From an optimization exercise on the open Yosys and OpenROAD flow, aimed at small area, a short achievable clock period and few clock cycles per item; shortcuts taken in it are not production practice.
Function was checked by simulation only, so behaviour that the tests miss may differ from the original.
Power figures rest on the tool's default switching activity, not on a simulated workload.

==> flow/config.mk <==
export PLATFORM = sky130hd
export DESIGN_NAME = array_list_insert_remove_core
export DESIGN_NICKNAME = array_list_insert_remove_core
export VERILOG_FILES = /design/flow/design.v
export SDC_FILE = /design/flow/constraint.sdc
export NUM_CORES = 8
export LEC_CHECK = 0
export CAP_MARGIN = 20
export CELL_PAD_IN_SITES_DETAIL_PLACEMENT = 1
export CORE_MARGIN = 2
export CORE_UTILIZATION = 25
export CTS_CLUSTER_DIAMETER = 80
export CTS_CLUSTER_SIZE = 24
export PLACE_DENSITY = 0.33
export SETUP_SLACK_MARGIN = 5
export SLEW_MARGIN = 20
export SYNTH_HIERARCHICAL = 1
export TNS_END_PERCENT = 10
==> flow/constraint.sdc <==
create_clock -name core_clock -period 8.5 [get_ports {aclk}]
set_input_delay 1.7000 -clock core_clock [delete_from_list [all_inputs] [get_ports {aclk}]]
set_output_delay 1.7000 -clock core_clock [all_outputs]
set_load 0.01 [all_outputs]
==> flow/design.v <==
package alir_pkg;
    localparam int DEPTH_DEF = 128;
    localparam int OPCODE_W  = 3;
    localparam int VALUE_W   = 32;
    localparam int POS_W     = 8;
    localparam int STATUS_W  = 2;
    localparam int LEN_W     = 8;
    localparam int S_TDATA_W = 48;
    localparam int M_TDATA_W = 48;
    localparam int CMD_W     = OPCODE_W + VALUE_W + POS_W;
    localparam int RES_W     = STATUS_W + LEN_W + VALUE_W;
    localparam logic [OPCODE_W-1:0] OP_APPEND     = 3'd0;
    localparam logic [OPCODE_W-1:0] OP_PREPEND    = 3'd1;
    localparam logic [OPCODE_W-1:0] OP_INSERT_AT  = 3'd2;
    localparam logic [OPCODE_W-1:0] OP_REMOVE_AT  = 3'd3;
    localparam logic [OPCODE_W-1:0] OP_REMOVE_VAL = 3'd4;
    localparam logic [OPCODE_W-1:0] OP_READ       = 3'd5;
    localparam logic [STATUS_W-1:0] ST_OK    = 2'd0;
    localparam logic [STATUS_W-1:0] ST_FULL  = 2'd1;
    localparam logic [STATUS_W-1:0] ST_RANGE = 2'd2;
endpackage
import alir_pkg::*;
module alir_ctrl
(
    input  logic                      aclk,
    input  logic                      aresetn,
    input  logic                      s_tvalid,
    output logic                      s_tready,
    input  logic [CMD_W-1:0]          s_cmd,
    output logic                      m_tvalid,
    input  logic                      m_tready,
    output logic [M_TDATA_W-1:0]      m_tdata,
    output logic [CMD_W-1:0]          x_cmd,
    output logic                      x_go,      
    output logic                      x_free,    
    output logic [CMD_W-1:0]          n_cmd,     
    output logic [VALUE_W-1:0]        h_val,     
    input  logic                      pend,      
    input  logic                      r_fin,     
    input  logic [LEN_W+STATUS_W-1:0] x_stat,    
    input  logic [VALUE_W-1:0]        r_rd       
);
    localparam int QN = 3;
    logic [1:0]       i_cnt_reg;
    logic [CMD_W-1:0] ia_reg, ib_reg;
    logic             x_valid_reg;
    logic [CMD_W-1:0] x_cmd_reg;
    logic             r_valid_reg;
    logic [LEN_W+STATUS_W-1:0] r_stat_reg;
    logic [1:0]       q_cnt_reg;
    logic [RES_W-1:0] q_reg [QN];
    logic [RES_W-1:0] r_res;
    logic             accept;
    logic             deq;
    logic             room_reg;     
    logic             pop;
    logic             s_rdy_reg;    
    logic             m_vld_reg;    
    logic [1:0]       i_cnt_next;
    logic [1:0]       q_cnt_next;
    assign s_tready = s_rdy_reg;
    assign accept   = s_tvalid && s_tready;
    assign x_go     = x_valid_reg && !pend && room_reg;
    assign x_free   = !x_valid_reg || x_go;
    assign deq      = x_free && (i_cnt_reg != 2'd0);
    assign pop      = m_tvalid && m_tready;
    assign n_cmd    = x_free ? ia_reg : x_cmd_reg;
    assign h_val    = ia_reg[OPCODE_W +: VALUE_W];
    assign x_cmd    = x_cmd_reg;
    assign r_res    = {r_rd, r_stat_reg};
    assign m_tvalid = m_vld_reg;
    assign m_tdata  = {(M_TDATA_W-RES_W)'(0), q_reg[0]};
    assign i_cnt_next = i_cnt_reg - 2'(deq) + 2'(accept);
    assign q_cnt_next = pop ? (q_cnt_reg + 2'(r_valid_reg) - 2'd1) : (q_cnt_reg + 2'(r_valid_reg));
    always_ff @(posedge aclk) begin
        if (!aresetn) begin
            i_cnt_reg   <= 2'd0;
            s_rdy_reg   <= 1'b1;
            x_valid_reg <= 1'b0;
            r_valid_reg <= 1'b0;
            q_cnt_reg   <= 2'd0;
            m_vld_reg   <= 1'b0;
            room_reg    <= 1'b1;
        end else begin
            i_cnt_reg <= i_cnt_next;
            s_rdy_reg <= (i_cnt_next != 2'd2);
            if (x_free) begin
                x_valid_reg <= (i_cnt_reg != 2'd0);
            end
            r_valid_reg <= r_fin;
            q_cnt_reg   <= q_cnt_next;
            m_vld_reg   <= (q_cnt_next != 2'd0);
            room_reg    <= r_fin ? (q_cnt_next <= 2'd1) : (q_cnt_next <= 2'd2);
        end
    end
    logic [CMD_W-1:0] ia_src, ia_next, x_next;
    logic [RES_W-1:0] q_stay [QN];    
    logic [RES_W-1:0] q_move [QN];    
    logic [RES_W-1:0] q_next [QN];
    logic             ia_load;
    assign ia_load = deq || (i_cnt_reg == 2'd0);
    assign ia_src  = (deq && (i_cnt_reg == 2'd2)) ? ib_reg : s_cmd;
    alir_mux2 #(CMD_W) u_ia (.s(ia_load), .a(ia_reg),    .b(ia_src), .y(ia_next));
    alir_mux2 #(CMD_W) u_x  (.s(x_free),  .a(x_cmd_reg), .b(ia_reg), .y(x_next));
    for (genvar i = 0; i < QN; i++) begin : g_q
        assign q_stay[i] = (r_valid_reg && (q_cnt_reg == 2'(i))) ? r_res : q_reg[i];
        assign q_move[i] = (r_valid_reg && (q_cnt_reg == 2'(i + 1))) ? r_res : q_reg[(i < QN - 1) ? i + 1 : i];
        alir_mux2 #(RES_W) u_q (.s(pop), .a(q_stay[i]), .b(q_move[i]), .y(q_next[i]));
    end
    always_ff @(posedge aclk) begin
        ia_reg    <= ia_next;
        x_cmd_reg <= x_next;
        if (accept && (i_cnt_reg == 2'd1)) begin
            ib_reg <= s_cmd;
        end
        r_stat_reg <= x_stat;
        for (int i = 0; i < QN; i++) begin
            q_reg[i] <= q_next[i];
        end
    end
endmodule
import alir_pkg::*;
module alir_datapath
#(
    parameter int DEPTH = DEPTH_DEF
) (
    input  logic                      aclk,
    input  logic                      aresetn,
    input  logic [CMD_W-1:0]          x_cmd,
    input  logic                      x_go,
    input  logic                      x_free,
    input  logic [CMD_W-1:0]          n_cmd,
    input  logic [VALUE_W-1:0]        h_val,
    output logic                      pend,
    output logic                      r_fin,
    output logic [LEN_W+STATUS_W-1:0] x_stat,
    output logic [VALUE_W-1:0]        r_rd
);
    localparam int AW = $clog2(DEPTH);
    localparam int LW = AW / 2;        
    localparam int HW = AW - LW;
    function automatic logic [DEPTH-1:0] therm_lt(input logic [POS_W-1:0] n);
        logic [(1<<HW)-1:0] h_eq, h_lt;
        logic [(1<<LW)-1:0] l_eq, l_lt;
        logic               big;
        big = |(n >> AW);
        for (int h = 0; h < (1 << HW); h++) begin
            h_eq[h] = (n[AW-1:LW] == HW'(h));
        end
        for (int l = 0; l < (1 << LW); l++) begin
            l_eq[l] = (n[LW-1:0] == LW'(l));
        end
        for (int h = 0; h < (1 << HW); h++) begin
            h_lt[h] = 1'b0;
            for (int k = h + 1; k < (1 << HW); k++) begin
                h_lt[h] = h_lt[h] | h_eq[k];
            end
        end
        for (int l = 0; l < (1 << LW); l++) begin
            l_lt[l] = 1'b0;
            for (int k = l + 1; k < (1 << LW); k++) begin
                l_lt[l] = l_lt[l] | l_eq[k];
            end
        end
        for (int j = 0; j < DEPTH; j++) begin
            therm_lt[j] = big || h_lt[j >> LW] || (h_eq[j >> LW] && l_lt[j % (1 << LW)]);
        end
    endfunction
    logic [OPCODE_W-1:0] op;
    logic [VALUE_W-1:0]  val;
    logic [POS_W-1:0]    pos;
    logic [POS_W-1:0]    n_pos;
    assign op    = x_cmd[OPCODE_W-1:0];
    assign val   = x_cmd[OPCODE_W +: VALUE_W];
    assign pos   = x_cmd[OPCODE_W + VALUE_W +: POS_W];
    assign n_pos = n_cmd[OPCODE_W + VALUE_W +: POS_W];
    logic [DEPTH-1:0] flag;       
    logic             pend_reg;   
    logic             pend_next;
    logic [DEPTH-1:0] nflag;      
    logic [DEPTH-1:0] live;       
    logic [DEPTH-1:0] age_reg;    
    logic [LEN_W-1:0] count_reg;
    logic [DEPTH-1:0] ins_ge;     
    logic [DEPTH-1:0] first_ge;   
    logic [DEPTH-1:0] cmp;        
    logic             more;       
    logic             any;
    logic             val_eq;
    logic is_ins, full, ins_ok, idx_ok;
    logic             idx_ok_reg, ins_ok_reg;
    logic             n_lt_m1, n_lt_0, n_lt_p1, n_lt_p2;
    logic             n_idx_ok, n_ins_ok;
    logic [LEN_W:0]   cnt_x;
    logic do_ins, do_rat, do_rv, do_dec;
    logic [STATUS_W-1:0] status;
    logic [LEN_W-1:0]    count_next;
    assign val_eq = (val == h_val);
    logic [DEPTH-1:0] pf [AW+1];
    logic [DEPTH-1:0] first_ge_n;
    assign pf[0] = flag;
    for (genvar l = 1; l <= AW; l++) begin : g_pf
        localparam int D = 1 << (l - 1);
        if (l % 2 == 1) begin : g_nor
            alir_nor2 #(DEPTH-D) u_g (.a(pf[l-1][DEPTH-1:D]), .b(pf[l-1][DEPTH-D-1:0]), .y(pf[l][DEPTH-1:D]));
        end else begin : g_nand
            alir_nand2 #(DEPTH-D) u_g (.a(pf[l-1][DEPTH-1:D]), .b(pf[l-1][DEPTH-D-1:0]), .y(pf[l][DEPTH-1:D]));
        end
        alir_inv #(D) u_i (.a(pf[l-1][D-1:0]), .y(pf[l][D-1:0]));
    end
    if (AW % 2 == 1) begin : g_pf_odd
        assign first_ge_n = pf[AW];
    end else begin : g_pf_even
        assign first_ge_n = ~pf[AW];
    end
    assign first_ge = ~first_ge_n;
    logic [DEPTH-1:0] ta [AW+1];
    logic [DEPTH-1:0] tm [AW+1];
    assign ta[0] = flag;
    assign tm[0] = '0;
    for (genvar l = 1; l <= AW; l++) begin : g_cnt
        localparam int N = DEPTH >> l;
        logic [N-1:0] al, ar, ml, mr;
        for (genvar i = 0; i < N; i++) begin : g_split
            assign al[i] = ta[l-1][2*i];
            assign ar[i] = ta[l-1][2*i+1];
            assign ml[i] = tm[l-1][2*i];
            assign mr[i] = tm[l-1][2*i+1];
        end
        if (l == 1) begin : g_first
            alir_nor2  #(N) u_a (.a(al), .b(ar), .y(ta[l][N-1:0]));
            alir_nand2 #(N) u_m (.a(al), .b(ar), .y(tm[l][N-1:0]));
        end else if (l % 2 == 1) begin : g_odd
            alir_nor2   #(N) u_a (.a(al), .b(ar), .y(ta[l][N-1:0]));
            alir_a211oi #(N) u_m (.a1(al), .a2(ar), .b1(ml), .c1(mr), .y(tm[l][N-1:0]));
        end else begin : g_even
            alir_nand2  #(N) u_a (.a(al), .b(ar), .y(ta[l][N-1:0]));
            alir_o211ai #(N) u_m (.a1(al), .a2(ar), .b1(ml), .c1(mr), .y(tm[l][N-1:0]));
        end
        if (N < DEPTH) begin : g_pad
            assign ta[l][DEPTH-1:N] = '0;
            assign tm[l][DEPTH-1:N] = '0;
        end
    end
    if (AW % 2 == 1) begin : g_cnt_odd
        assign any  = !ta[AW][0];
        assign more = !tm[AW][0];
    end else begin : g_cnt_even
        assign any  = ta[AW][0];
        assign more = tm[AW][0];
    end
    always_comb begin
        unique case (op)
            OP_APPEND:  ins_ge = ~live;
            OP_PREPEND: ins_ge = '1;
            default:    ins_ge = age_reg;
        endcase
    end
    assign is_ins = (op == OP_APPEND) || (op == OP_PREPEND) || (op == OP_INSERT_AT);
    assign full   = count_reg[LEN_W-1];
    assign ins_ok = (op != OP_INSERT_AT) || ins_ok_reg;
    assign idx_ok = idx_ok_reg;
    assign cnt_x   = {1'b0, count_reg};
    assign n_lt_m1 = ({1'b0, n_pos} + 1'b1) < cnt_x;
    assign n_lt_0  = {1'b0, n_pos} < cnt_x;
    assign n_lt_p1 = {1'b0, n_pos} < cnt_x + 1'b1;
    assign n_lt_p2 = {1'b0, n_pos} < cnt_x + 2'd2;
    always_comb begin
        if (do_ins) begin
            n_idx_ok = n_lt_p1;
            n_ins_ok = n_lt_p2;
        end else if (do_dec) begin
            n_idx_ok = n_lt_m1;
            n_ins_ok = n_lt_0;
        end else begin
            n_idx_ok = n_lt_0;
            n_ins_ok = n_lt_p1;
        end
    end
    always_ff @(posedge aclk) begin
        idx_ok_reg <= n_idx_ok;
        ins_ok_reg <= n_ins_ok;
    end
    assign do_ins = x_go && is_ins && !full && ins_ok;
    assign do_rat = x_go && (op == OP_REMOVE_AT) && idx_ok;
    assign do_rv  = (x_go && (op == OP_REMOVE_VAL)) || pend_reg;
    assign do_dec = do_rat || (do_rv && any);
    assign r_fin  = (x_go && !((op == OP_REMOVE_VAL) && more)) || (pend_reg && !more);
    assign pend   = pend_reg;
    always_comb begin
        status = ST_OK;
        unique case (op)
            OP_APPEND, OP_PREPEND, OP_INSERT_AT: begin
                if (full)         status = ST_FULL;
                else if (!ins_ok) status = ST_RANGE;
            end
            OP_REMOVE_AT, OP_READ: begin
                if (!idx_ok) status = ST_RANGE;
            end
            OP_REMOVE_VAL: status = ST_OK;
            default:       status = ST_RANGE;
        endcase
    end
    always_comb begin
        count_next = count_reg;
        if (do_ins) begin
            count_next = count_reg + 1'b1;
        end else if (do_dec) begin
            count_next = count_reg - 1'b1;
        end
    end
    assign x_stat = {count_next, pend_reg ? ST_OK : status};
    assign pend_next = aresetn && do_rv && more;
    always_ff @(posedge aclk) begin
        pend_reg <= pend_next;
    end
    always_ff @(posedge aclk) begin
        if (!aresetn) begin
            count_reg <= '0;
            live      <= '0;
        end else begin
            count_reg <= count_next;
            if (do_ins) begin
                live <= {live[DEPTH-2:0], 1'b1};
            end else if (do_dec) begin
                live <= {1'b0, live[DEPTH-1:1]};
            end
        end
    end
    always_ff @(posedge aclk) begin
        age_reg <= ~therm_lt(n_pos);
    end
    logic [VALUE_W-1:0] q   [DEPTH];
    logic [VALUE_W-1:0] rdn [DEPTH];    
    logic [DEPTH-1:0]   rsel;
    assign rsel = (x_go && (op == OP_READ) && idx_ok) ? (age_reg & ~{age_reg[DEPTH-2:0], 1'b0}) : '0;
    for (genvar j = 0; j < DEPTH; j++) begin : g_cell
        logic take_val, take_below, take_above;
        logic [VALUE_W-1:0] below, above;
        logic c_below, c_above, fl_above, nf_above;
        if (j > 0) begin : g_below
            assign below      = q[j-1];
            assign c_below    = cmp[j-1];
            assign take_below = do_ins && ins_ge[j-1];
            assign take_val   = do_ins && ins_ge[j] && !ins_ge[j-1];
        end else begin : g_bottom
            assign below      = '0;
            assign c_below    = 1'b0;
            assign take_below = 1'b0;
            assign take_val   = do_ins && ins_ge[j];
        end
        if (j < DEPTH - 1) begin : g_above
            assign above    = q[j+1];
            assign c_above  = cmp[j+1];
            assign fl_above = flag[j+1];
            assign nf_above = nflag[j+1];
        end else begin : g_top
            assign above    = q[j];
            assign c_above  = 1'b0;
            assign fl_above = 1'b0;
            assign nf_above = 1'b0;
        end
        assign take_above = (do_rat && age_reg[j]) || (do_rv && first_ge[j]);
        alir_cell u_cell (
            .aclk       (aclk),
            .take_val   (take_val),
            .take_below (take_below),
            .take_above (take_above),
            .val        (val),
            .below      (below),
            .above      (above),
            .h_val      (h_val),
            .x_free     (x_free),
            .live       (live[j]),
            .pend_next  (pend_next),
            .val_eq     (val_eq),
            .c_below    (c_below),
            .c_above    (c_above),
            .fl_above   (fl_above),
            .nf_above   (nf_above),
            .rsel       (rsel[j]),
            .q          (q[j]),
            .flag       (flag[j]),
            .nflag      (nflag[j]),
            .cmp        (cmp[j]),
            .rdn        (rdn[j])
        );
    end
    localparam int NG = DEPTH / 4;
    localparam int GW = AW - 2;
    logic [VALUE_W-1:0] rt [2*NG-1];
    for (genvar i = 0; i < NG; i++) begin : g_rd_leaf
        alir_nand4 #(VALUE_W) u_g (
            .a (rdn[4*i]), .b (rdn[4*i+1]), .c (rdn[4*i+2]), .d (rdn[4*i+3]),
            .y (rt[NG-1+i])
        );
    end
    for (genvar k = NG - 2; k >= 0; k--) begin : g_rd_node
        if (($clog2(k + 2) % 2) == (GW % 2)) begin : g_nor
            alir_nor2 #(VALUE_W) u_g (.a(rt[2*k+1]), .b(rt[2*k+2]), .y(rt[k]));
        end else begin : g_nand
            alir_nand2 #(VALUE_W) u_g (.a(rt[2*k+1]), .b(rt[2*k+2]), .y(rt[k]));
        end
    end
    if (GW % 2 == 1) begin : g_rd_odd
        assign r_rd = ~rt[0];
    end else begin : g_rd_even
        assign r_rd = rt[0];
    end
endmodule
module alir_cell
(
    input  logic               aclk,
    input  logic               take_val,
    input  logic               take_below,
    input  logic               take_above,
    input  logic [VALUE_W-1:0] val,
    input  logic [VALUE_W-1:0] below,
    input  logic [VALUE_W-1:0] above,
    input  logic [VALUE_W-1:0] h_val,     
    input  logic               x_free,    
    input  logic               live,
    input  logic               pend_next,
    input  logic               val_eq,
    input  logic               c_below,   
    input  logic               c_above,   
    input  logic               fl_above,  
    input  logic               nf_above,  
    input  logic               rsel,
    output logic [VALUE_W-1:0] q,
    output logic               flag,      
    output logic               nflag,     
    output logic               cmp,       
    output logic [VALUE_W-1:0] rdn        
);
    logic take_hold;
    logic eq;
    logic rflag;    
    logic rs;       
    logic pend;     
    assign flag = pend ? rflag : nflag;
    logic nflag_rm;
    alir_mux2 #(1) u_nrm (.s(take_above), .a(nflag), .b(nf_above), .y(nflag_rm));
    assign take_hold = !(take_val || take_below || take_above);
    assign cmp       = live && eq;
    alir_nand2 #(VALUE_W) u_rdn (.a(q), .b({VALUE_W{rs}}), .y(rdn));
    logic [VALUE_W-1:0] q_mix, q_ins, q_next;
    alir_a222oi #(VALUE_W) u_mix (
        .a1 ({VALUE_W{take_below}}), .a2 (below),
        .b1 ({VALUE_W{take_above}}), .b2 (above),
        .c1 ({VALUE_W{take_hold}}),  .c2 (q),
        .y  (q_mix)
    );
    alir_nand2 #(VALUE_W) u_ins (.a({VALUE_W{take_val}}), .b(val), .y(q_ins));
    alir_nand2 #(VALUE_W) u_nxt (.a(q_mix), .b(q_ins), .y(q_next));
    alir_eq32 u_eq (
        .a  (q),
        .b  (h_val),
        .eq (eq)
    );
    always_ff @(posedge aclk) begin
        rs   <= rsel;
        q    <= q_next;
        if (x_free) begin
            nflag <= (take_val && val_eq)
                   | (take_below && c_below)
                   | (take_above && c_above)
                   | (take_hold && cmp);
        end else begin
            nflag <= nflag_rm;
        end
        rflag <= take_above ? fl_above : flag;
        pend  <= pend_next;
    end
endmodule
module alir_eq32
(
    input  logic [VALUE_W-1:0] a,
    input  logic [VALUE_W-1:0] b,
    output logic               eq
);
    logic [31:0] e;    
    logic [7:0]  n1;   
    logic [3:0]  e2;   
    logic [1:0]  n3;   
    assign e = ~(a ^ b);
    alir_nand4 #(8) u_l1 (.a(e[31:24]), .b(e[23:16]), .c(e[15:8]), .d(e[7:0]), .y(n1));
    alir_nor2  #(4) u_l2 (.a(n1[7:4]),  .b(n1[3:0]),  .y(e2));
    alir_nand2 #(2) u_l3 (.a(e2[3:2]),  .b(e2[1:0]),  .y(n3));
    alir_nor2  #(1) u_l4 (.a(n3[1]),    .b(n3[0]),    .y(eq));
endmodule
module alir_nor2
#(
    parameter int W = 1
) (
    input  logic [W-1:0] a,
    input  logic [W-1:0] b,
    output logic [W-1:0] y
);
    assign y = ~(a | b);
endmodule
module alir_nand2
#(
    parameter int W = 1
) (
    input  logic [W-1:0] a,
    input  logic [W-1:0] b,
    output logic [W-1:0] y
);
    assign y = ~(a & b);
endmodule
module alir_inv
#(
    parameter int W = 1
) (
    input  logic [W-1:0] a,
    output logic [W-1:0] y
);
    assign y = ~a;
endmodule
module alir_a211oi
#(
    parameter int W = 1
) (
    input  logic [W-1:0] a1,
    input  logic [W-1:0] a2,
    input  logic [W-1:0] b1,
    input  logic [W-1:0] c1,
    output logic [W-1:0] y
);
    assign y = ~((a1 & a2) | b1 | c1);
endmodule
module alir_o211ai
#(
    parameter int W = 1
) (
    input  logic [W-1:0] a1,
    input  logic [W-1:0] a2,
    input  logic [W-1:0] b1,
    input  logic [W-1:0] c1,
    output logic [W-1:0] y
);
    assign y = ~((a1 | a2) & b1 & c1);
endmodule
module alir_nand4
#(
    parameter int W = 1
) (
    input  logic [W-1:0] a,
    input  logic [W-1:0] b,
    input  logic [W-1:0] c,
    input  logic [W-1:0] d,
    output logic [W-1:0] y
);
    assign y = ~(a & b & c & d);
endmodule
module alir_a22oi
#(
    parameter int W = 1
) (
    input  logic [W-1:0] a1,
    input  logic [W-1:0] a2,
    input  logic [W-1:0] b1,
    input  logic [W-1:0] b2,
    output logic [W-1:0] y
);
    assign y = ~((a1 & a2) | (b1 & b2));
endmodule
module alir_mux2
#(
    parameter int W = 1
) (
    input  logic         s,
    input  logic [W-1:0] a,
    input  logic [W-1:0] b,
    output logic [W-1:0] y
);
    assign y = s ? b : a;
endmodule
module alir_a222oi
#(
    parameter int W = 1
) (
    input  logic [W-1:0] a1,
    input  logic [W-1:0] a2,
    input  logic [W-1:0] b1,
    input  logic [W-1:0] b2,
    input  logic [W-1:0] c1,
    input  logic [W-1:0] c2,
    output logic [W-1:0] y
);
    assign y = ~((a1 & a2) | (b1 & b2) | (c1 & c2));
endmodule
import alir_pkg::*;
module array_list_insert_remove_core
#(
    parameter int DEPTH = DEPTH_DEF
) (
    input  logic                 aclk,
    input  logic                 aresetn,
    input  logic                 s_tvalid,
    output logic                 s_tready,
    input  logic [S_TDATA_W-1:0] s_tdata,    
    output logic                 m_tvalid,
    input  logic                 m_tready,
    output logic [M_TDATA_W-1:0] m_tdata     
);
    logic [CMD_W-1:0]          x_cmd;
    logic                      x_go;
    logic                      pend;
    logic                      r_fin;
    logic [CMD_W-1:0]          n_cmd;
    logic                      x_free;
    logic [VALUE_W-1:0]        h_val;
    logic [LEN_W+STATUS_W-1:0] x_stat;
    logic [VALUE_W-1:0]        r_rd;
    alir_ctrl u_ctrl (
        .aclk     (aclk),
        .aresetn  (aresetn),
        .s_tvalid (s_tvalid),
        .s_tready (s_tready),
        .s_cmd    (s_tdata[CMD_W-1:0]),
        .m_tvalid (m_tvalid),
        .m_tready (m_tready),
        .m_tdata  (m_tdata),
        .x_cmd    (x_cmd),
        .x_go     (x_go),
        .x_free   (x_free),
        .n_cmd    (n_cmd),
        .h_val    (h_val),
        .pend     (pend),
        .r_fin    (r_fin),
        .x_stat   (x_stat),
        .r_rd     (r_rd)
    );
    alir_datapath #(
        .DEPTH (DEPTH)
    ) u_datapath (
        .aclk    (aclk),
        .aresetn (aresetn),
        .x_cmd   (x_cmd),
        .x_go    (x_go),
        .x_free  (x_free),
        .n_cmd   (n_cmd),
        .h_val   (h_val),
        .pend    (pend),
        .r_fin   (r_fin),
        .x_stat  (x_stat),
        .r_rd    (r_rd)
    );
endmodule
==> flow/flow/run.sh <==
#!/bin/bash
# The standard layout (the standard.sh: standard synthesis and the ORFS steps), with the
# port buffers that ORFS puts on every input and output made buf_4 cells rather than the
# default choice of buffer. Make's full output goes to flow_make.log.
set -euo pipefail
bash standard.sh BUFFER_PORTS_ARGS="-buffer_cell sky130_fd_sc_hd__buf_4" finish > flow_make.log 2>&1
==> flow/standard.sh <==
#!/bin/bash
# synth_recipe.tcl (not shown) runs the flow's synth.tcl, then flattens the netlist and writes it again
# the make line also repeats each setting of config.mk as NAME=value (left out here)
make -C /OpenROAD-flow-scripts/flow DESIGN_CONFIG=/design/flow/config.mk WORK_HOME=/design/flow/orfs CLKGATE_MAP_FILE= SYNTH_SCRIPT=/design/flow/synth_recipe.tcl "${@:-finish}"
==> flow_summary.yaml, run 1 <==
worst_setup_path:
  critical_path.cell_chain: "buf_4 > nand2_1 > nand4_1 > nor2_2 > nand2_1 > nor2_1 > nand2_2 > nor2_4 > inv_1 > mux2_2 > mux2_4"
  critical_path.endpoint_type: "register"
  critical_path.reg2reg.endpoint: "u_ctrl.q_reg[1][17]$_DFF_P_"
  critPathSlowestCell: "sky130_fd_sc_hd__nor2_1"
  setup.worst_path.start_class: "register"
  arrival_worst_endpoint_ps: 4820
  r2r_cells: 11
  worst_path_most_repeated_cell: "sky130_fd_sc_hd__nand2_1"
  timing.reg2reg.setup_slack_ps: 4710
  crit_path_max_incr_delay_ps: 450
  critical_path_required_ps: 9530
  regToRegStartpoint: "u_datapath.g_cell[98].u_cell.rs$_DFF_P_"
  critPathCapture: "u_ctrl.q_reg[1][17]$_DFF_P_"
  critical_path.startpoint: "u_datapath.g_cell[98].u_cell.rs$_DFF_P_"
  crit_path_max_fanout: 32
  criticalPathCategory: "reg -> reg"
timing:
  minimum_hold_slack_ps: 448.6
  max_slew.worst_pin.slew_ps: 1257
  grt_setup_unrepaired: "true"
  setup_violations: 0
  timing_max_transition_violations_final: 0
  max_freq_mhz: 263.9
  timing.final.crit_period_ps: 3789
  final-hold-violation-count: 0
  setup_tns_after_final_layout_ps: 0
  layout_worst_path_cycle_share_pct: 44.58
  maxSlewHeadroom_pct: 16.22
  timing.clock.skew_ps: 89.63
synthesis:
  syn_area_um2: 279300
  syn-instance-count: 34490
  synthesis.yosys.warnings: 25
  post_synth.cell_area_avg_um2: 8.096
routing:
  route.detailed.wl_per_inst_um: 32.25
  drt_pre_antenna_iters: 12
  route.detailed.vias_per_inst: 5.761
  post-route-drc-count: 0
  routed-via-count: 297800
  detail_route.iter0.violations: 44450
  detail-route-antenna-nets: 0
  finalWirelength_mm: 1667
floorplanning:
  die_area_um2: 1125000
  row_count: 388
  io_pins: 102
  die_width_mm: 1.061
  core_um2: 1115000
  die_h_mm: 1.061
  initial_core_util_pct: 25.05
global_route:
  grt_pass1_vias: 295800
  antenna_found_initial: 83
  globalRouteTotalUtil_pct: 28.00
  grt_first_pass_wirelength_mm: 2335
  globalRouteOverflowTotal: 0
  grt_max_degree: 109
min_path:
  hold_class: "reg -> reg"
  worst_hold_startpoint: "u_datapath.age_reg[126]$_DFF_P_"
placement:
  place_congestion: 0.8989
  dpl-instance-area_um2: 309900
  dpl.cell_count: 50340
  numPortBuffers: 90
  dp.final_hpwl_mm: 1236
power_and_ir_drop:
  powerDensity_nw_per_um2: 394.5
  p_leak_nw: 130.4
  ir_drop_v: 0.0003184
clock_tree:
  cts-root-to-sink-buffers: 5
  tritoncts: "built"
  cts_max_level: 6
  clock_sink_count: 5149
  clock_tree.root_cell: "sky130_fd_sc_hd__clkbuf_16"
  worst_skew_pair.late_latency_ps: 1170
  cts_inserted_buffers: 530
  clkSlewWorstSetupHoldPaths_ps: 80
finish:
  utilization_of_the_core_after_routing_pct: 30.22
  synthToLayoutAreaGrowth_pct: 20.62
  nets: 36490
  final_cell_count_no_fill: 51690
  drive_above_1_share_pct: 12.07
  largest_register_ff_count: 4096
  final_design_area_no_fill_um2: 336800
run:
  timing.max_cap.violations: 0
status:
  run_status: "no timing/DRC/antenna violations"
## power by group
group | internal (W) | leakage (nW) | total [W] | switching (W)
combinational | 0.0215 | 79.0 | 0.0560 | 0.0345
clock | 0.0143 | 8.92 | 0.0267 | 0.0124
sequential | 0.0334 | 42.6 | 0.0502 | 0.0168
## timing repair
item / 4_1_cts / 5_1_grt
endpoints found under the setup margin: 4721 / 4103
resized for setup: 742 / 463
hold buffers: 0 / 0
pin swaps: 105 / 84
gates cloned: 44 / 25
setup buffers: 189 / 85
## worst min path at each step
stage                                                          end  slack (ps)  depth (start not counted)
after floorplan           u_datapath.g_cell[127].u_cell.rs$_DFF_P_         400                          1
after global placement    u_datapath.g_cell[127].u_cell.rs$_DFF_P_         450                          1
after detailed placement  u_datapath.g_cell[127].u_cell.rs$_DFF_P_         450                          1
after CTS                 u_datapath.g_cell[127].u_cell.rs$_DFF_P_         450                          1
after global routing      u_datapath.g_cell[127].u_cell.rs$_DFF_P_         460                          1
final                     u_datapath.g_cell[127].u_cell.rs$_DFF_P_         450                          1
## metal layers
| metal | global-route usage [%] | part of all wire (%) | wire length, µm | vias up |
|---|---|---|---|---|
| met5 | 0 | 0.0063 | 105 | - |
| met4 | 11.22 | 4.6 | 76450 | 14 |
| met3 | 2.915 | 5.4 | 90050 | 1835 |
| met2 | 45.37 | 45 | 754700 | 10290 |
| met1 | 38.09 | 45 | 745800 | 153400 |
| li1 | - | - | - | 132200 |
## through the flow
step / setup slack, ps / power (W)
after global placement: 2916 / 0.1006
after detailed placement: 2964 / 0.1018
after global routing: 4825 / 0.1395
final: 4711 / 0.1329
after CTS: 4853 / 0.1312
after floorplan: 4590 / 0.07609
## area by class of cell
| cell class | instances | area (µm²) |
|---|---|---|
| antenna | 58 | 145.1 |
| clock inverter | 297 | 3770 |
| timing repair buffer | 1560 | 16260 |
| sequential | 5149 | 103900 |
| clock buffer | 650 | 14690 |
| fill | 131200 | 777800 |
| tap | 14820 | 18540 |
| multi-input combinational | 28960 | 178800 |
| inverter | 197 | 789.5 |
## worst max-delay path: cells and delay by family (launching register included)
kind                   cells  cell delay [ps]
DFF                        1              320
buffers and inverters      2              430
and+or+nand+nor            7             2300
muxes                      2              560
## placed cells by master (no fill, tap or decap), drive strengths merged, types with 43 or more instances in the layout
| cell type | n |
|---|---|
| a21oi | 358 |
| a222oi | 4224 |
| a31oi | 257 |
| and2 | 268 |
| buf | 1512 |
| bufinv | 56 |
| clkbuf | 676 |
| clkinv | 102 |
| clkinvlp | 59 |
| conb | 76 |
| dfxtp | 5106 |
| diode | 58 |
| edfxtp | 43 |
| inv | 277 |
| mux2 | 816 |
| nand2 | 13860 |
| nand4 | 2052 |
| nor2 | 2123 |
| nor3 | 144 |
| nor3b | 131 |
| o211ai | 44 |
| o21ai | 288 |
| xnor2 | 4116 |
Testbench counts, summed over its fixed seeds: cycles 5,333, ops 4,800.
==> run 2: changes to the inputs <==
==> flow/run.sh (new file) <==
#!/bin/bash
# synth_recipe.tcl (not shown) runs the flow's synth.tcl, then flattens the netlist and writes it again
# the make line also repeats each setting of config.mk as NAME=value (left out here)
make -C /OpenROAD-flow-scripts/flow DESIGN_CONFIG=/design/flow/config.mk WORK_HOME=/design/flow/orfs CLKGATE_MAP_FILE= SYNTH_SCRIPT=/design/flow/synth_recipe.tcl finish
--- a/flow/config.mk
+++ b/flow/config.mk
@@ -9,8 +9,6 @@
 export CELL_PAD_IN_SITES_DETAIL_PLACEMENT = 1
 export CORE_MARGIN = 2
 export CORE_UTILIZATION = 25
-export CTS_CLUSTER_DIAMETER = 80
-export CTS_CLUSTER_SIZE = 24
 export PLACE_DENSITY = 0.33
 export SETUP_SLACK_MARGIN = 5
 export SLEW_MARGIN = 20
removed: flow/flow/run.sh
removed: flow/standard.sh
==> flow_summary.yaml, run 2 <==
finish:
  nets: 36630
  most_common_cell_after_layout_fill_and_taps_aside: "sky130_fd_sc_hd__nand2_1"
  synthToLayoutAreaGrowth_pct: 22.09
  drive_above_1_share_pct: 12.27
  fillers: 131000
  final_cell_mix: "13,770 x sky130_fd_sc_hd__nand2_1, 4,918 x sky130_fd_sc_hd__dfxtp_1, 4,224 x sky130_fd_sc_hd__a222oi_1"
  largest_register_ff_count: 4096
  final_cell_count_no_fill: 51950
routing:
  drt_pre_antenna_iters: 13
  detail-route-antenna-nets: 0
  post-route-drc-count: 0
  route.detailed.vias_per_inst: 5.808
  routed-via-count: 301700
  route.detailed.wl_per_inst_um: 33.08
  detail_route.iter0.violations: 46440
  finalWirelength_mm: 1719
worst_setup_path:
  timing.critical_path.buf_inv: 2
  worst_path_most_repeated_cell: "sky130_fd_sc_hd__nand2_1"
  arrival_worst_endpoint_ps: 4900
  critical_path.cell_chain: "buf_4 > nand2_1 > nand4_1 > nor2_1 > nand2_1 > nor2_2 > nand2_1 > nor2_4 > inv_1 > mux2_2 > mux2_4"
  setup.worst_path.start_class: "register"
  crit_path_max_fanout: 32
  critPathSlowestCell: "sky130_fd_sc_hd__nor2_4"
  criticalPathCategory: "reg -> reg"
  critical_path.endpoint_type: "register"
  critPathTopFamily: "simple AND/OR/NAND/NOR gates"
  crit_path_max_incr_delay_ps: 550
  critical_path_required_ps: 9530
clock_tree:
  cts_max_level: 6
  clock_sink_count: 5149
  cts_inserted_buffers: 699
  cts-root-to-sink-buffers: 5
  clock_tree.root_cell: "sky130_fd_sc_hd__clkbuf_16"
  clkSlewWorstSetupHoldPaths_ps: 60
  worst_skew_pair.late_latency_ps: 1170
  tritoncts: "built"
timing:
  final-hold-violation-count: 0
  timing.clock.skew_ps: 86.43
  setup_violations: 0
  setup_tns_after_final_layout_ps: 0
  layout_worst_path_cycle_share_pct: 45.57
  max_slew.worst_pin.slew_ps: 1300
  grt_setup_unrepaired: "true"
  max_freq_mhz: 258.2
  maxSlewHeadroom_pct: 13.32
  timing.final.crit_period_ps: 3873
  timing_max_transition_violations_final: 0
global_route:
  antenna_found_initial: 90
  grt_pass1_vias: 298300
  grt_first_pass_wirelength_mm: 2385
  globalRouteTotalUtil_pct: 28.76
  grt_max_degree: 102
  globalRouteOverflowTotal: 0
status:
  run_status: "no timing/DRC/antenna violations"
synthesis:
  synthesis.yosys.warnings: 25
  syn-instance-count: 34490
  syn_area_um2: 279300
  post_synth.cell_area_avg_um2: 8.096
power_and_ir_drop:
  switchingPower_w: 0.06496
  p_leak_nw: 132.5
  powerDensity_nw_per_um2: 402.4
  share_comb_of_total_power_pct: 41.0
  share_clk_of_total_power_pct: 22.1
  ir_drop_v: 0.0002839
  power_report.internal_total_w: 0.07223
  sequentialPowerShare_pct: 36.9
  sw_frac_of_total_pct: 47.35
floorplanning:
  row_count: 388
  die_width_mm: 1.061
  die_h_mm: 1.061
  core_um2: 1115000
  die_area_um2: 1125000
  initial_core_util_pct: 25.05
  io_pins: 102
min_path:
  hold_class: "reg -> reg"
placement:
  dp.final_hpwl_mm: 1257
  numPortBuffers: 90
  dpl.cell_count: 50290
  place_congestion: 0.9213
run:
  timing.max_cap.violations: 0
==> run 2: metrics by stage <==
step / total power [W] / utilization [%] / hold slack [ps] / instance area [µm²] / setup WS [ps]
after detailed placement: 0.1022 / 27.78 / 437.9 / 309600 / 2949
after floorplan: 0.07609 / - / 396.5 / 281000 / 4590
final: 0.1372 / 30.59 / 455.5 / 340900 / 4627
after CTS: 0.1354 / 30.29 / 452.5 / 337600 / 4816
after global routing: 0.1435 / 30.58 / 480.3 / 340900 / 4799
after global placement: 0.1011 / 27.78 / 435.5 / 309600 / 2903
==> run 2: repair_timing <==
item	4_1_cts	5_1_grt
setup endpoints to repair	4821	4292
buffers inserted	220	84
hold buffers	0	0
gates resized for setup	741	536
pin swaps	109	87
cloned	31	28
==> run 2: worst paths after layout <==
path | start | end | slack (ps) | depth (start not counted)
hold reg to reg | u_datapath.age_reg[126]$_DFF_P_ | u_datapath.g_cell[127].u_cell.rs$_DFF_P_ | 460 | 1
setup reg to reg | u_datapath.g_cell[78].u_cell.rs$_DFF_P_ | u_ctrl.q_reg[2][30]$_DFF_P_ | 4630 | 11
hold / removal | u_datapath.age_reg[126]$_DFF_P_ | u_datapath.g_cell[127].u_cell.rs$_DFF_P_ | 460 | 1
setup / recovery | u_datapath.g_cell[78].u_cell.rs$_DFF_P_ | u_ctrl.q_reg[2][30]$_DFF_P_ | 4630 | 11
==> run 2: metal layers <==
metal / part of all wire, % / global-route usage (%) / vias up
met2: 45 / 46.34 / 10810
met4: 5.0 / 12.22 / 34
met3: 5.4 / 3.101 / 2063
li1: - / - / 132600
met1: 44 / 39.02 / 156200
met5: 0.013 / 0 / -
==> run 2: power groups by stage <==
stage / logic [W] / clock network (W) / registers, W
floorplan: 0.0322 / 0 / 0.0439
global placement: 0.0503 / 0 / 0.0507
detailed placement: 0.0514 / 0 / 0.0509
CTS: 0.0540 / 0.0311 / 0.0502
global route: 0.0597 / 0.0320 / 0.0518
finish: 0.0562 / 0.0303 / 0.0506
==> run 2: worst reg2reg max path, delay by kind of cell, from the launching register on <==
family | cells | cell delay (ps)
buffers and inverters | 2 | 460
DFF | 1 | 310
muxes | 2 | 580
and+or+nand+nor | 7 | 2440
==> run 2: layout make-up <==
| type | count | area [µm²] | area share, % |
|---|---|---|---|
| sequential | 5149 | 103900 | 30.49 |
| inverter | 197 | 778.2 | 0.2283 |
| tap | 14820 | 18540 | 5.439 |
| clock inverter | 163 | 1785 | 0.5237 |
| clock buffer | 1070 | 20880 | 6.125 |
| multi-input combinational | 28950 | 178800 | 52.44 |
| antenna | 61 | 152.6 | 0.04477 |
| timing repair buffer | 1536 | 16070 | 4.714 |
==> run 3: changes to the inputs <==
--- a/flow/design.v
+++ b/flow/design.v
@@ -328,12 +328,20 @@
         end
     end
     always_ff @(posedge aclk) begin
-        age_reg <= ~therm_lt(n_pos);
+        age_reg <= age_next;
     end
     logic [VALUE_W-1:0] q   [DEPTH];
     logic [VALUE_W-1:0] rdn [DEPTH];    
     logic [DEPTH-1:0]   rsel;
-    assign rsel = (x_go && (op == OP_READ) && idx_ok) ? (age_reg & ~{age_reg[DEPTH-2:0], 1'b0}) : '0;
+    logic [DEPTH-1:0]   age_next;
+    logic [VALUE_W-1:0] rd_any;
+    logic [VALUE_W-1:0] r_rd_reg;
+    assign age_next = ~therm_lt(n_pos);
+    assign rsel     = age_next & ~{age_next[DEPTH-2:0], 1'b0};
+    always_ff @(posedge aclk) begin
+        r_rd_reg <= (x_go && (op == OP_READ) && idx_ok) ? rd_any : '0;
+    end
+    assign r_rd = r_rd_reg;
     for (genvar j = 0; j < DEPTH; j++) begin : g_cell
         logic take_val, take_below, take_above;
         logic [VALUE_W-1:0] below, above;
@@ -403,9 +411,9 @@
         end
     end
     if (GW % 2 == 1) begin : g_rd_odd
-        assign r_rd = ~rt[0];
+        assign rd_any = ~rt[0];
     end else begin : g_rd_even
-        assign r_rd = rt[0];
+        assign rd_any = rt[0];
     end
 endmodule
 module alir_cell
==> flow/flow/run.sh (new file) <==
#!/bin/bash
# The standard layout (the standard.sh: standard synthesis and the ORFS steps), with the
# port buffers that ORFS puts on every input and output made buf_4 cells rather than the
# default choice of buffer. Make's full output goes to flow_make.log.
set -euo pipefail
bash standard.sh BUFFER_PORTS_ARGS="-buffer_cell sky130_fd_sc_hd__buf_4" finish > flow_make.log 2>&1
==> flow/standard.sh (new file) <==
#!/bin/bash
# synth_recipe.tcl (not shown) runs the flow's synth.tcl, then flattens the netlist and writes it again
# the make line also repeats each setting of config.mk as NAME=value (left out here)
make -C /OpenROAD-flow-scripts/flow DESIGN_CONFIG=/design/flow/config.mk WORK_HOME=/design/flow/orfs CLKGATE_MAP_FILE= SYNTH_SCRIPT=/design/flow/synth_recipe.tcl "${@:-finish}"
--- a/flow/config.mk
+++ b/flow/config.mk
@@ -9,6 +9,8 @@
 export CELL_PAD_IN_SITES_DETAIL_PLACEMENT = 1
 export CORE_MARGIN = 2
 export CORE_UTILIZATION = 25
+export CTS_CLUSTER_DIAMETER = 80
+export CTS_CLUSTER_SIZE = 24
 export PLACE_DENSITY = 0.33
 export SETUP_SLACK_MARGIN = 5
 export SLEW_MARGIN = 20
removed: flow/run.sh
==> flow_summary.yaml, run 3 <==
status:
  run_status: "no timing/DRC/antenna violations"
floorplanning:
  row_count: 388
  initial_core_util_pct: 25.06
  io_pins: 102
  die_width_mm: 1.062
  die_h_mm: 1.062
  die_area_um2: 1127000
  core_um2: 1116000
synthesis:
  synthesis.yosys.warnings: 25
  post_synth.cell_area_avg_um2: 8.089
  syn_area_um2: 279600
  syn-instance-count: 34560
worst_setup_path:
  critical_path_required_ps: 9530
  crit_path_max_fanout: 8
  critical_path.endpoint_type: "register"
  regToRegStartpoint: "u_datapath.g_cell[63].u_cell.rs$_DFF_P_"
  critical_path.reg2reg.endpoint: "u_datapath.r_rd_reg[8]$_SDFF_PN0_"
  setup.worst_path.start_class: "register"
  arrival_worst_endpoint_ps: 4920
  r2r_cells: 9
  critical_path.cell_chain: "nand2_1 > nand4_1 > nor2_1 > nand2_1 > nor2_1 > buf_4 > nand2_1 > nor2_4 > nor2_1"
  criticalPathCategory: "reg -> reg"
  crit_path_max_incr_delay_ps: 570
  critPathSlowestCell: "sky130_fd_sc_hd__dfxtp_1"
  timing.reg2reg.setup_slack_ps: 4610
timing:
  minimum_hold_slack_ps: 498.1
  max_slew.worst_pin.slew_ps: 1231
  max_freq_mhz: 257.0
  layout_worst_path_cycle_share_pct: 45.78
  timing.clock.skew_ps: 73.80
  grt_setup_unrepaired: "true"
  setup_tns_after_final_layout_ps: 0
  setup_violations: 0
  maxSlewHeadroom_pct: 17.94
  timing_max_transition_violations_final: 0
  timing.final.crit_period_ps: 3891
  final-hold-violation-count: 0
routing:
  route.detailed.wl_per_inst_um: 33.04
  finalWirelength_mm: 1712
  drt_pre_antenna_iters: 14
  routed-via-count: 301200
  route.detailed.vias_per_inst: 5.814
  detail-route-antenna-nets: 0
  met1_length_mm: 762.7
  detail_route.iter0.violations: 45830
  highest_layer: "met5"
  dr_wl_met2_mm: 758.7
  post-route-drc-count: 0
  met3WireLength_mm: 100.9
global_route:
  grt_first_pass_wirelength_mm: 2376
  globalRouteTotalUtil_pct: 28.65
  globalRouteOverflowTotal: 0
  grt_pass1_vias: 295900
  antenna_found_initial: 85
  grt_max_degree: 101
finish:
  most_common_cell_after_layout_fill_and_taps_aside: "sky130_fd_sc_hd__nand2_1"
  synthToLayoutAreaGrowth_pct: 20.65
  nets: 36520
  largest_register_ff_count: 4096
  final_cell_mix: "13,820 x sky130_fd_sc_hd__nand2_1, 4,982 x sky130_fd_sc_hd__dfxtp_1, 4,224 x sky130_fd_sc_hd__a222oi_1"
  drive_above_1_share_pct: 11.71
power_and_ir_drop:
  share_clk_of_total_power_pct: 19.7
  sequentialPowerShare_pct: 36.5
  powerDensity_nw_per_um2: 406.6
  total_power_w: 0.1372
  share_comb_of_total_power_pct: 43.9
  p_leak_nw: 130.4
  power_report.internal_total_w: 0.06920
  ir_drop_v: 0.0003430
  switchingPower_w: 0.06796
  sw_frac_of_total_pct: 49.55
clock_tree:
  cts_inserted_buffers: 531
  tritoncts: "built"
  cts-root-to-sink-buffers: 5
  clock_tree.root_cell: "sky130_fd_sc_hd__clkbuf_16"
  cts_max_level: 6
  clkSlewWorstSetupHoldPaths_ps: 80
  post_cts_hold_buffer_count: 0
  worst_skew_pair.late_latency_ps: 1160
  clock_sink_count: 5181
run:
  timing.max_cap.violations: 0
placement:
  place_congestion: 0.9218
  dp.final_hpwl_mm: 1258
  numPortBuffers: 90
min_path:
  hold_end: "u_ctrl.x_cmd_reg[1]$_DFF_P_"
  hold_class: "reg -> reg"
  worst_hold_startpoint: "u_ctrl.ia_reg[1]$_DFF_P_"
  hold_depth: 1
[run 3: timing repair]
action	CTS	global route
endpoints found under the setup margin	4789	3977
buffers inserted	159	87
gates resized for setup	619	472
gates cloned	43	27
endpoints found under the hold margin	0	0
pin swaps	76	58
[run 3: power by group through the flow]
stage	Clock (W)	Sequential (W)	Combinational (W)
after floorplan	0	0.0436	0.0322
after global placement	0	0.0501	0.0541
after detailed placement	0	0.0503	0.0551
after CTS	0.0278	0.0496	0.0573
after global routing	0.0285	0.0511	0.0634
final	0.0270	0.0500	0.0602
[run 3: per-stage QoR]
step	area, µm²	util, %	setup slack [ps]	std cells
6_report	337300	30.24	4609	51800
4_1_cts	333900	29.93	4727	51550
3_3_place_gp	309900	27.78	3372	50390
5_1_grt	337200	30.23	4705	51770
3_5_place_dp	310000	27.79	3361	50390
2_1_floorplan	280800	-	3979	34640
[run 3: how the worst max path moves through the flow]
stage	to	cells after the start	startpoint	slack, ps
6_report	u_datapath.r_rd_reg[8]$_SDFF_PN0_	9	u_datapath.g_cell[63].u_cell.rs$_DFF_P_	4610
5_1_grt	u_datapath.g_cell[105].u_cell.nflag$_DFF_P_	15	u_datapath.g_cell[26].u_cell.pend$_DFF_P_	4700
4_1_cts	u_datapath.r_rd_reg[19]$_SDFF_PN0_	10	u_datapath.g_cell[62].u_cell.rs$_DFF_P_	4730
3_5_place_dp	u_datapath.g_cell[10].u_cell.q[30]$_DFF_P_	14	u_datapath.pend_reg$_DFF_P_	3360
3_3_place_gp	u_datapath.g_cell[43].u_cell.rs$_DFF_P_	10	u_datapath.pend_reg$_DFF_P_	3370
2_1_floorplan	u_datapath.g_cell[100].u_cell.q[30]$_DFF_P_	12	u_datapath.pend_reg$_DFF_P_	3980
[run 3: critical path, delay by kind of cell (launching register included)]
family	cells	cell delay, ps
DFF	1	570
buffers and inverters	1	280
and+or+nand+nor	8	2830
[run 3: cell type report]
class	count	area [µm²]
Tap cell	14820	18540
Multi-Input combinational cell	29010	178000
Inverter	164	654.4
Fill cell	130900	778300
Timing Repair Buffer	1534	16540
Antenna cell	134	335.3
Clock buffer	612	14200
Clock inverter	343	4558
Sequential cell	5181	104500
[run 3: metal layers]
metal / vias up / track usage, %
li1: 132300 / -
met1: 155600 / 39.41
met2: 11290 / 45.31
met3: 1938 / 3.045
met4: 20 / 12.64
met5: - / 0
Testbench counts of run 3, summed over its fixed seeds: cycles 5,333, ops 4,800.
==> run 4: changes to the inputs <==
--- a/flow/design.v
+++ b/flow/design.v
@@ -31,11 +31,12 @@
     input  logic                      m_tready,
     output logic [M_TDATA_W-1:0]      m_tdata,
     output logic [CMD_W-1:0]          x_cmd,
-    output logic                      x_go,      
+    output logic                      x_go_next,  
     output logic                      x_free,    
     output logic [CMD_W-1:0]          n_cmd,     
     output logic [VALUE_W-1:0]        h_val,     
     input  logic                      pend,      
+    input  logic                      pend_next,
     input  logic                      r_fin,     
     input  logic [LEN_W+STATUS_W-1:0] x_stat,    
     input  logic [VALUE_W-1:0]        r_rd       
@@ -58,9 +59,13 @@
     logic             m_vld_reg;    
     logic [1:0]       i_cnt_next;
     logic [1:0]       q_cnt_next;
+    logic             x_go;
+    logic             x_go_reg;     
+    logic             x_valid_next;
+    logic             room_next;
     assign s_tready = s_rdy_reg;
     assign accept   = s_tvalid && s_tready;
-    assign x_go     = x_valid_reg && !pend && room_reg;
+    assign x_go     = x_go_reg;
     assign x_free   = !x_valid_reg || x_go;
     assign deq      = x_free && (i_cnt_reg != 2'd0);
     assign pop      = m_tvalid && m_tready;
@@ -72,6 +77,12 @@
     assign m_tdata  = {(M_TDATA_W-RES_W)'(0), q_reg[0]};
     assign i_cnt_next = i_cnt_reg - 2'(deq) + 2'(accept);
     assign q_cnt_next = pop ? (q_cnt_reg + 2'(r_valid_reg) - 2'd1) : (q_cnt_reg + 2'(r_valid_reg));
+    assign x_valid_next = x_free ? (i_cnt_reg != 2'd0) : x_valid_reg;
+    assign room_next    = r_fin ? (q_cnt_next <= 2'd1) : (q_cnt_next <= 2'd2);
+    assign x_go_next    = aresetn && x_valid_next && !pend_next && room_next;
+    always_ff @(posedge aclk) begin
+        x_go_reg <= x_go_next;
+    end
     always_ff @(posedge aclk) begin
         if (!aresetn) begin
             i_cnt_reg   <= 2'd0;
@@ -84,13 +95,11 @@
         end else begin
             i_cnt_reg <= i_cnt_next;
             s_rdy_reg <= (i_cnt_next != 2'd2);
-            if (x_free) begin
-                x_valid_reg <= (i_cnt_reg != 2'd0);
-            end
+            x_valid_reg <= x_valid_next;
             r_valid_reg <= r_fin;
             q_cnt_reg   <= q_cnt_next;
             m_vld_reg   <= (q_cnt_next != 2'd0);
-            room_reg    <= r_fin ? (q_cnt_next <= 2'd1) : (q_cnt_next <= 2'd2);
+            room_reg    <= room_next;
         end
     end
     logic [CMD_W-1:0] ia_src, ia_next, x_next;
@@ -127,11 +136,12 @@
     input  logic                      aclk,
     input  logic                      aresetn,
     input  logic [CMD_W-1:0]          x_cmd,
-    input  logic                      x_go,
+    input  logic                      x_go_next,
     input  logic                      x_free,
     input  logic [CMD_W-1:0]          n_cmd,
     input  logic [VALUE_W-1:0]        h_val,
     output logic                      pend,
+    output logic                      pend_o_next,
     output logic                      r_fin,
     output logic [LEN_W+STATUS_W-1:0] x_stat,
     output logic [VALUE_W-1:0]        r_rd
@@ -177,6 +187,7 @@
     logic [DEPTH-1:0] flag;       
     logic             pend_reg;   
     logic             pend_next;
+    logic             x_go;       
     logic [DEPTH-1:0] nflag;      
     logic [DEPTH-1:0] live;       
     logic [DEPTH-1:0] age_reg;    
@@ -310,7 +321,11 @@
         end
     end
     assign x_stat = {count_next, pend_reg ? ST_OK : status};
-    assign pend_next = aresetn && do_rv && more;
+    assign pend_next   = aresetn && do_rv && more;
+    assign pend_o_next = pend_next;
+    always_ff @(posedge aclk) begin
+        x_go <= x_go_next;
+    end
     always_ff @(posedge aclk) begin
         pend_reg <= pend_next;
     end
@@ -614,7 +629,8 @@
     output logic [M_TDATA_W-1:0] m_tdata     
 );
     logic [CMD_W-1:0]          x_cmd;
-    logic                      x_go;
+    logic                      x_go_next;
+    logic                      pend_next;
     logic                      pend;
     logic                      r_fin;
     logic [CMD_W-1:0]          n_cmd;
@@ -632,11 +648,12 @@
         .m_tready (m_tready),
         .m_tdata  (m_tdata),
         .x_cmd    (x_cmd),
-        .x_go     (x_go),
+        .x_go_next (x_go_next),
         .x_free   (x_free),
         .n_cmd    (n_cmd),
         .h_val    (h_val),
         .pend     (pend),
+        .pend_next (pend_next),
         .r_fin    (r_fin),
         .x_stat   (x_stat),
         .r_rd     (r_rd)
@@ -647,11 +664,12 @@
         .aclk    (aclk),
         .aresetn (aresetn),
         .x_cmd   (x_cmd),
-        .x_go    (x_go),
+        .x_go_next (x_go_next),
         .x_free  (x_free),
         .n_cmd   (n_cmd),
         .h_val   (h_val),
         .pend    (pend),
+        .pend_o_next (pend_next),
         .r_fin   (r_fin),
         .x_stat  (x_stat),
         .r_rd    (r_rd)
==> flow_summary.yaml, run 4 <==
status:
  run_status: "no timing/DRC/antenna violations"
min_path:
  hold_class: "reg -> reg"
  worst_hold_startpoint: "u_ctrl.x_cmd_reg[40]$_DFF_P_"
  hold_depth: 1
  hold_end: "u_ctrl.x_cmd_reg[40]$_DFF_P_"
routing:
  detail_route.iter0.violations: 45140
  detail-route-antenna-nets: 0
  finalWirelength_mm: 1733
  route.detailed.wl_per_inst_um: 33.50
  post-route-drc-count: 0
  routed-via-count: 301600
  drt_pre_antenna_iters: 13
  route.detailed.vias_per_inst: 5.829
timing:
  setup_violations: 0
  timing.clock.skew_ps: 83.39
  final-hold-violation-count: 0
  max_freq_mhz: 240.3
  maxSlewHeadroom_pct: 13.05
  timing.final.crit_period_ps: 4161
  grt_setup_unrepaired: "true"
  setup_tns_after_final_layout_ps: 0
  timing_max_transition_violations_final: 0
  max_slew.worst_pin.slew_ps: 1304
  layout_worst_path_cycle_share_pct: 48.96
worst_setup_path:
  crit_path_max_incr_delay_ps: 1070
  critPathTopFamily: "simple AND/OR/NAND/NOR gates"
  r2r_cells: 9
  worst_path_most_repeated_cell: "sky130_fd_sc_hd__nor2_1"
  critical_path_required_ps: 9430
  critical_path.cell_chain: "buf_4 > nand2_1 > nand4_1 > nor2_1 > nand2_1 > nor2_1 > nand2_1 > nor2_1 > nor2_1"
  timing.critical_path.buf_inv: 1
  criticalPathCategory: "reg -> reg"
  critical_path.reg2reg.endpoint: "u_datapath.r_rd_reg[25]$_SDFF_PN0_"
  crit_path_max_fanout: 32
  regToRegStartpoint: "u_datapath.g_cell[82].u_cell.rs$_DFF_P_"
  critical_path.endpoint_type: "register"
  arrival_worst_endpoint_ps: 5090
  setup.worst_path.start_class: "register"
  critPathSlowestCell: "sky130_fd_sc_hd__nor2_1"
  timing.reg2reg.setup_slack_ps: 4340
power_and_ir_drop:
  total_power_w: 0.1489
  powerDensity_nw_per_um2: 444.6
  ir_drop_v: 0.0003387
  p_leak_nw: 128.2
clock_tree:
  clock_tree.root_cell: "sky130_fd_sc_hd__clkbuf_16"
  cts_max_level: 6
  post_cts_hold_buffer_count: 0
  worst_skew_pair.late_latency_ps: 1180
  tritoncts: "built"
  cts_inserted_buffers: 537
  cts-root-to-sink-buffers: 5
  clock_sink_count: 5182
  clkSlewWorstSetupHoldPaths_ps: 90
finish:
  multi_input_gate_area_in_the_final_layout_um2: 177800
  fillers: 131400
  nets: 36470
  largest_register_ff_count: 4096
  most_common_cell_after_layout_fill_and_taps_aside: "sky130_fd_sc_hd__nand2_1"
  regArea_um2: 104600
  final_cell_mix: "13,860 x sky130_fd_sc_hd__nand2_1, 4,973 x sky130_fd_sc_hd__dfxtp_1, 4,224 x sky130_fd_sc_hd__a222oi_1"
  synthToLayoutAreaGrowth_pct: 19.77
  drive_above_1_share_pct: 11.65
placement:
  dp.final_hpwl_mm: 1280
  place_congestion: 0.9326
  numPortBuffers: 90
floorplanning:
  die_width_mm: 1.062
  initial_core_util_pct: 25.07
  core_um2: 1116000
  die_h_mm: 1.062
  die_area_um2: 1127000
  io_pins: 102
  row_count: 388
global_route:
  grt_first_pass_wirelength_mm: 2408
  globalRouteTotalUtil_pct: 29.10
  globalRouteOverflowTotal: 0
  antenna_found_initial: 103
  grt_max_degree: 111
  grt_pass1_vias: 299100
synthesis:
  syn_area_um2: 279700
  syn-instance-count: 34580
  post_synth.cell_area_avg_um2: 8.087
  synthesis.yosys.warnings: 25
run:
  timing.max_cap.violations: 0
run 4: changes by cell type in the layout (fill, tap and decap cells not counted), sizes merged, moves of 11 or more:
cell,change
and2,+11
bufbuf,-15
buf,-48
bufinv,-12
clkinv,+17
nand2,+23
run 4: through the flow:
stage	util [%]	std cells	cell area (µm²)	setup slack [ps]	hold WS [ps]
2_1_floorplan	-	34660	281800	4526	451.9
3_3_place_gp	27.80	50440	310200	3353	466.2
3_5_place_dp	27.81	50450	310300	3453	470.9
4_1_cts	29.87	51570	333300	4675	495.5
5_1_grt	30.02	51720	334900	4784	508.0
6_report	30.02	51750	334900	4339	496.4
run 4: worst max path at each step:
stage	startpoint	end	slack, ps	cells past startpoint
floorplan	aresetn	u_ctrl.x_go_reg$_DFF_P_	4530	6
global placement	u_ctrl.x_valid_reg$_SDFF_PN0_	u_datapath.g_cell[126].u_cell.rs$_DFF_P_	3350	11
detailed placement	u_ctrl.x_valid_reg$_SDFF_PN0_	u_datapath.g_cell[81].u_cell.rs$_DFF_P_	3450	13
CTS	u_datapath.g_cell[23].u_cell.nflag$_DFF_P_	u_datapath.g_cell[100].u_cell.q[30]$_DFF_P_	4670	14
global route	u_datapath.g_cell[64].u_cell.rs$_DFF_P_	u_datapath.r_rd_reg[25]$_SDFF_PN0_	4780	9
finish	u_datapath.g_cell[82].u_cell.rs$_DFF_P_	u_datapath.r_rd_reg[25]$_SDFF_PN0_	4340	9
run 4: repair_timing:
| item | CTS | global route |
|---|---|---|
| endpoints found under the hold margin | 0 | 0 |
| pin swaps | 91 | 44 |
| setup buffers | 131 | 33 |
| endpoints found under the setup margin | 4730 | 3817 |
| cloned | 33 | 17 |
| gates resized for setup | 598 | 267 |
run 4: area by class of cell:
class                           instances  area share, %
Antenna cell                          125        0.09339
Clock inverter                        326          1.181
Inverter                              165         0.2002
Multi-Input combinational cell      29040          53.09
Timing Repair Buffer                 1454          4.308
Timing Repair inverter                  1       0.002615
Clock buffer                          636          4.370
Tap cell                            14820          5.536
Sequential cell                      5182          31.21
run 4: layer usage:
| layer | vias up | GRT usage (%) | part of all wire [%] |
|---|---|---|---|
| met5 | - | 0 | 0.0046 |
| met4 | 10 | 12.77 | 5.0 |
| met3 | 2106 | 3.030 | 5.3 |
| met2 | 10950 | 47.66 | 46 |
| met1 | 156300 | 38.76 | 44 |
| li1 | 132200 | - | - |
run 4: report_power, final:
| group | switching [W] | internal, W |
|---|---|---|
| registers | 0.0168 | 0.0335 |
| clock network | 0.0127 | 0.0142 |
| logic | 0.0466 | 0.0250 |
| total | 0.0762 | 0.0727 |
Testbench counts of run 4, summed over its fixed seeds: cycles 5,333, ops 4,800.
==> run 5: changes to the inputs <==
--- a/flow/design.v
+++ b/flow/design.v
@@ -349,14 +349,16 @@
     logic [VALUE_W-1:0] rdn [DEPTH];    
     logic [DEPTH-1:0]   rsel;
     logic [DEPTH-1:0]   age_next;
-    logic [VALUE_W-1:0] rd_any;
-    logic [VALUE_W-1:0] r_rd_reg;
+    logic [VALUE_W-1:0] rd_part [4];       
+    logic [VALUE_W-1:0] r_part_reg [4];
     assign age_next = ~therm_lt(n_pos);
     assign rsel     = age_next & ~{age_next[DEPTH-2:0], 1'b0};
     always_ff @(posedge aclk) begin
-        r_rd_reg <= (x_go && (op == OP_READ) && idx_ok) ? rd_any : '0;
+        for (int i = 0; i < 4; i++) begin
+            r_part_reg[i] <= (x_go && (op == OP_READ) && idx_ok) ? rd_part[i] : '0;
+        end
     end
-    assign r_rd = r_rd_reg;
+    assign r_rd = r_part_reg[0] | r_part_reg[1] | r_part_reg[2] | r_part_reg[3];
     for (genvar j = 0; j < DEPTH; j++) begin : g_cell
         logic take_val, take_below, take_above;
         logic [VALUE_W-1:0] below, above;
@@ -418,17 +420,15 @@
             .y (rt[NG-1+i])
         );
     end
-    for (genvar k = NG - 2; k >= 0; k--) begin : g_rd_node
+    for (genvar k = NG - 2; k >= 3; k--) begin : g_rd_node
         if (($clog2(k + 2) % 2) == (GW % 2)) begin : g_nor
             alir_nor2 #(VALUE_W) u_g (.a(rt[2*k+1]), .b(rt[2*k+2]), .y(rt[k]));
         end else begin : g_nand
             alir_nand2 #(VALUE_W) u_g (.a(rt[2*k+1]), .b(rt[2*k+2]), .y(rt[k]));
         end
     end
-    if (GW % 2 == 1) begin : g_rd_odd
-        assign rd_any = ~rt[0];
-    end else begin : g_rd_even
-        assign rd_any = rt[0];
+    for (genvar i = 0; i < 4; i++) begin : g_rd_part
+        assign rd_part[i] = ~rt[3+i];
     end
 endmodule
 module alir_cell
==> flow_summary.yaml, run 5 <==
floorplanning:
  io_pins: 102
  initial_core_util_pct: 25.05
  row_count: 390
  die_width_mm: 1.066
  die_area_um2: 1137000
  core_um2: 1126000
  die_h_mm: 1.066
power_and_ir_drop:
  ir_drop_v: 0.0004036
  sequentialPowerShare_pct: 34.6
  power_report.internal_total_w: 0.07271
  share_comb_of_total_power_pct: 47.2
  powerDensity_nw_per_um2: 437.7
  p_leak_nw: 128.6
  sw_frac_of_total_pct: 50.75
worst_setup_path:
  critical_path.endpoint_type: "output port"
  critPathTopFamily: "flip-flops"
  criticalPathCategory: "reg -> out"
  arrival_worst_endpoint_ps: 1990
  critPathSlowestCell: "sky130_fd_sc_hd__dfxtp_2"
  crit_path_max_incr_delay_ps: 620
  critical_path.cell_chain: "buf_4"
  critical_path_required_ps: 6800
  setup.worst_path.start_class: "register"
  r2r_cells: 15
global_route:
  globalRouteTotalUtil_pct: 28.91
  grt_first_pass_wirelength_mm: 2417
  grt_pass1_vias: 299100
  antenna_found_initial: 100
  grt_max_degree: 89
timing:
  max_slew.worst_pin.slew_ps: 1254
  layout_worst_path_cycle_share_pct: 43.38
  timing.clock.skew_ps: 114.2
  timing_max_transition_violations_final: 0
  max_freq_mhz: 271.2
  grt_setup_unrepaired: "true"
  timing.final.crit_period_ps: 3687
  setup_violations: 0
  final-hold-violation-count: 0
  setup_tns_after_final_layout_ps: 0
  maxSlewHeadroom_pct: 16.08
  worst_slack_ps: 4813
routing:
  routed-via-count: 303200
  route.detailed.wl_per_inst_um: 33.53
  detail_route.iter0.violations: 46850
  route.detailed.vias_per_inst: 5.826
  post-route-drc-count: 0
  drt_pre_antenna_iters: 14
  finalWirelength_mm: 1745
finish:
  fillers: 132200
  drive_above_1_share_pct: 11.22
  nets: 36540
  most_common_cell_after_layout_fill_and_taps_aside: "sky130_fd_sc_hd__nand2_1"
  final_cell_count_no_fill: 52040
  final_cell_mix: "13,790 x sky130_fd_sc_hd__nand2_1, 5,039 x sky130_fd_sc_hd__dfxtp_1, 4,224 x sky130_fd_sc_hd__a222oi_1"
  largest_register_ff_count: 4096
  synthToLayoutAreaGrowth_pct: 19.58
placement:
  numPortBuffers: 90
  pre_cts_slack_ps: 3680
  dpl.cell_count: 50610
min_path:
  hold_class: "reg -> reg"
  worst_hold_startpoint: "u_ctrl.x_cmd_reg[40]$_DFF_P_"
clock_tree:
  clkSlewWorstSetupHoldPaths_ps: 90
  cts_inserted_buffers: 531
  clock_tree.root_cell: "sky130_fd_sc_hd__clkbuf_16"
  worst_skew_pair.late_latency_ps: 1190
  tritoncts: "built"
  cts-root-to-sink-buffers: 5
  clock_sink_count: 5278
status:
  run_status: "no timing/DRC/antenna violations"
synthesis:
  synthesis.yosys.warnings: 29
run:
  timing.max_cap.violations: 0
-- run 5: per-layer routing --
layer	part of all wire (%)	track usage [%]	routed length (µm)
met1	45	39.51	778800
met2	46	47.05	796300
met3	5.5	3.049	96610
met4	4.2	10.63	73100
met5	0.0076	0	133
-- run 5: power by group through the flow --
stage / Sequential, W / Clock (W) / Combinational [W]
after global routing: 0.0521 / 0.0283 / 0.0738
after global placement: 0.0511 / 0 / 0.0642
final: 0.0511 / 0.0268 / 0.0697
after floorplan: 0.0447 / 0 / 0.0382
after detailed placement: 0.0513 / 0 / 0.0653
after CTS: 0.0507 / 0.0275 / 0.0678
-- run 5: layout make-up --
| type | count | area, µm² | share of cell area (%) |
|---|---|---|---|
| Sequential cell | 5278 | 106500 | 31.58 |
| Multi-Input combinational cell | 29060 | 177700 | 52.69 |
| Clock buffer | 644 | 14810 | 4.391 |
| Tap cell | 14900 | 18640 | 5.526 |
| Antenna cell | 273 | 683.2 | 0.2025 |
| Clock inverter | 310 | 3722 | 1.104 |
| Timing Repair Buffer | 1420 | 14560 | 4.316 |
| Inverter | 164 | 651.9 | 0.1933 |
-- run 5: how the worst max path moves through the flow --
| stage | slack [ps] | cells past startpoint | to | start |
|---|---|---|---|---|
| global route | 4810 | 16 | u_datapath.g_cell[119].u_cell.q[3]$_DFF_P_ | u_datapath.g_cell[48].u_cell.nflag$_DFF_P_ |
| global placement | 3650 | 14 | u_datapath.g_cell[87].u_cell.nflag$_DFF_P_ | u_datapath.g_cell[58].u_cell.pend$_DFF_P_ |
| finish | 4810 | 1 | m_tvalid | u_ctrl.m_vld_reg$_SDFF_PN0_ |
| floorplan | 4290 | 10 | u_datapath.g_cell[100].u_cell.q[30]$_DFF_P_ | u_ctrl.x_cmd_reg[2]$_DFF_P_ |
| CTS | 4750 | 1 | m_tdata[3] | u_ctrl.q_reg[0][3]$_DFF_P_ |
| detailed placement | 3680 | 14 | u_datapath.g_cell[87].u_cell.nflag$_DFF_P_ | u_datapath.g_cell[58].u_cell.pend$_DFF_P_ |
-- run 5: timing repair --
action                                  in CTS  in global routing
resized for setup                          520                395
setup buffers                              116                 47
gates cloned                                24                 19
hold buffers                                 0                  0
endpoints found under the setup margin    4742               3463
pin swaps                                   68                 62
-- run 5: stage by stage --
step	instance area, µm²	hold WS, ps	util [%]	power, W
floorplan	283000	451.9	-	0.08292
global placement	312100	464.5	27.71	0.1154
detailed placement	312100	474.3	27.71	0.1166
CTS	334500	498.9	29.70	0.1460
global route	337200	520.0	29.94	0.1542
finish	337300	505.2	29.95	0.1476
Testbench counts of run 5, summed over its fixed seeds: cycles 5,333, ops 4,800.

Check on run 5: ideal ports give 4.813 ns setup slack; a clkbuf_16 on the clock port and buf_2 on the inputs give 4.654 ns; moving port delays by the midpoint clock arrival (1.296 ns) as well gives 3.974 ns.
